Context: an optimization exercise on an open-source flow, tuned for small area, a short achievable clock period and few clock cycles per item. The choices shown serve that exercise and are no tape-out recipe. Where RTL was checked, it was by simulation tests only, not by an equivalence proof against the original.

Setup of rev 12:
Design midpoint_ellipse_point_generator_unit, start of the top module:
module midpoint_ellipse_point_generator_unit
#(
	parameter int RADIUS_BITS = 10,
	parameter int COORD_BITS  = 12
) (
	input  wire                          clk,
	input  wire                          arst_n,
	input  wire                          psel,
	input  wire                          penable,
	input  wire                          pwrite,
	input  wire  [2:0]                   paddr,
	input  wire  [31:0]                  pwdata,
	output logic [31:0]                  prdata,
	output logic                         pready,
	input  wire                          item_valid,
	output logic                         item_ready,
	input  wire                          item_command,
	input  wire  [RADIUS_BITS-1:0]       item_radius_x,
	input  wire  [RADIUS_BITS-1:0]       item_radius_y,
	input  wire  signed [COORD_BITS-1:0] item_centre_x,
	input  wire  signed [COORD_BITS-1:0] item_centre_y,
	output logic                         result_valid,
	input  wire                          result_ready,
	output logic signed [COORD_BITS:0]   result_right_x,
	output logic signed [COORD_BITS:0]   result_left_x,
	output logic signed [COORD_BITS:0]   result_upper_y,
	output logic signed [COORD_BITS:0]   result_lower_y,
	output logic                         result_lower_valid,
	output logic                         result_visible,
	output logic                         result_done_res
);
	localparam int DW = 34;    
	localparam int MW = 32;    
	localparam int AW = 20;    
	localparam int KW = 24;    
	localparam int OW = COORD_BITS + 1;
	localparam int DBK = 1, GBK = 1, MBK = 1;    
	logic       upper_n_q;     
	logic       skip0_n_q;     
	logic [7:1] skip_h_q;      
	wire        upper_q = !upper_n_q;
	wire  [7:0] skip_q  = {skip_h_q, !skip0_n_q};
	assign pready = 1'b1;
	always_ff @(posedge clk or negedge arst_n) begin
		if (!arst_n) begin
			upper_n_q <= 1'b1;
			skip0_n_q <= 1'b1;
			skip_h_q  <= '0;
		end else if (psel && penable && pwrite) begin
			if (!paddr[2]) begin
				upper_n_q <= !pwdata[0];
			end else begin
				skip0_n_q <= !pwdata[0];
				skip_h_q  <= pwdata[7:1];
			end
		end
	end
  ...
Size: roughly 2300 cells after synthesis, roughly 180 I/O pins, ~21000 µm² of cells after synthesis.
Settings: LEC_CHECK=0, CAP_MARGIN=20, CORE_MARGIN=2, CORE_UTILIZATION=40, CTS_CLUSTER_DIAMETER=100, CTS_CLUSTER_SIZE=20, SLEW_MARGIN=20; clock period 11.0 ns.
standard.sh (not shown) runs the stock make flow with config.mk's settings and CLKGATE_MAP_FILE= SYNTH_SCRIPT=/design/flow/synth_recipe.tcl, a recipe that flattens the netlist after the stock synthesis.
==> flow/flow/run.sh <==
#!/bin/bash
set -euo pipefail
MARGIN=$(cat flow/margin.txt)
bash standard.sh synth > synth.log 2>&1
bash standard.sh SETUP_SLACK_MARGIN=$MARGIN finish > layout.log 2>&1
==> flow/flow/margin.txt <==
6.15
Input-level comparison between rev 13 and rev 12:
diff --git a/flow/design.v b/flow/design.v
--- a/flow/design.v
+++ b/flow/design.v
@@ -90,19 +90,19 @@
 	output logic                         result_lower_valid,
 	output logic                         result_visible,
 	output logic                         result_done_res
 );
 	localparam int DW = 34;    
 	localparam int MW = 32;    
 	localparam int AW = 20;    
 	localparam int KW = 24;    
 	localparam int OW = COORD_BITS + 1;
-	localparam int DBK = 1, GBK = 1, MBK = 1;    
+	localparam int DBK = 0, GBK = 1, MBK = 1;    
 	logic       upper_n_q;     
 	logic       skip0_n_q;     
 	logic [7:1] skip_h_q;      
 	wire        upper_q = !upper_n_q;
 	wire  [7:0] skip_q  = {skip_h_q, !skip0_n_q};
 	assign pready = 1'b1;
 	always_ff @(posedge clk or negedge arst_n) begin
 		if (!arst_n) begin
 			upper_n_q <= 1'b1;
--- outcome ---
- Each of the runs, namely rev 12 and rev 13, reached the end of the flow and came out clean.
- Rev 13 against rev 12: slack of the critical path +650 ps; maximum frequency +about 14%; non-clock buffer total of the final layout -19%.
- Summary of the comparison: cell count is higher in rev 13, relative to rev 12.
- On rev 13: summed instance area of the synthesized netlist is 140 µm² higher than what rev 12 gave.
- On post-layout minimum cycle time: between rev 12 and rev 13, it ends up lower for rev 13.
- Compared with rev 12, rev 13 shows a share of the clock period used by the worst path after layout that is 6.0 points lower.
- Going from rev 12 to rev 13, sequential share of layout area grows by 0.47 points.
- The higher smallest hold slack came out of rev 12.
- Of the two values seen for kind of critical path, in -> out was produced by rev 13 and reg -> reg by rev 12.
- In the metrics for rev 12 and rev 13, the one carrying the lower adder and majority cell fraction of the synthesized area is rev 13.
Testbench counts of rev 13, summed over its fixed seeds: cycles 48,607, items 46,359.
Function not checked in rev 12: the RTL went through the layout flow alone.

[afterwards: timing with drivers on the ports]
Ports are ideal in the flow. The routed layouts listed here were re-timed in OpenROAD.
Step 1: set_driving_cell puts a clkbuf_16 on clk and a buf_2 on each other input, an assumption about the parent block.
Step 2 times the ports against the registers' clock, not the clock port: input delays grow and output delays shrink by t, the midpoint of the rising clock arrivals with the driver on.
Three values: no drivers, after step 1, after step 2; two values: the first two.
| run | shift t [ns] | setup slack, ns | worst setup path after step 2 | latest minus earliest clock arrival (ns) | slew at the worst register clock pin (ns) |
|---|---|---|---|---|---|
| rev 12 | 0.583 | 5.508 / 5.508 / 5.091 | input to register | 0.021 / 0.021 | 0.10 / 0.10 |
| rev 13 | 0.587 | 6.163 / 6.070 / 5.718 | input to register | 0.024 / 0.023 | 0.10 / 0.10 |
After both steps every run listed still meets setup and hold. For rev 13, which loses most, drivers alone change the setup slack by -0.093 ns; drivers and shift together by -0.445 ns.
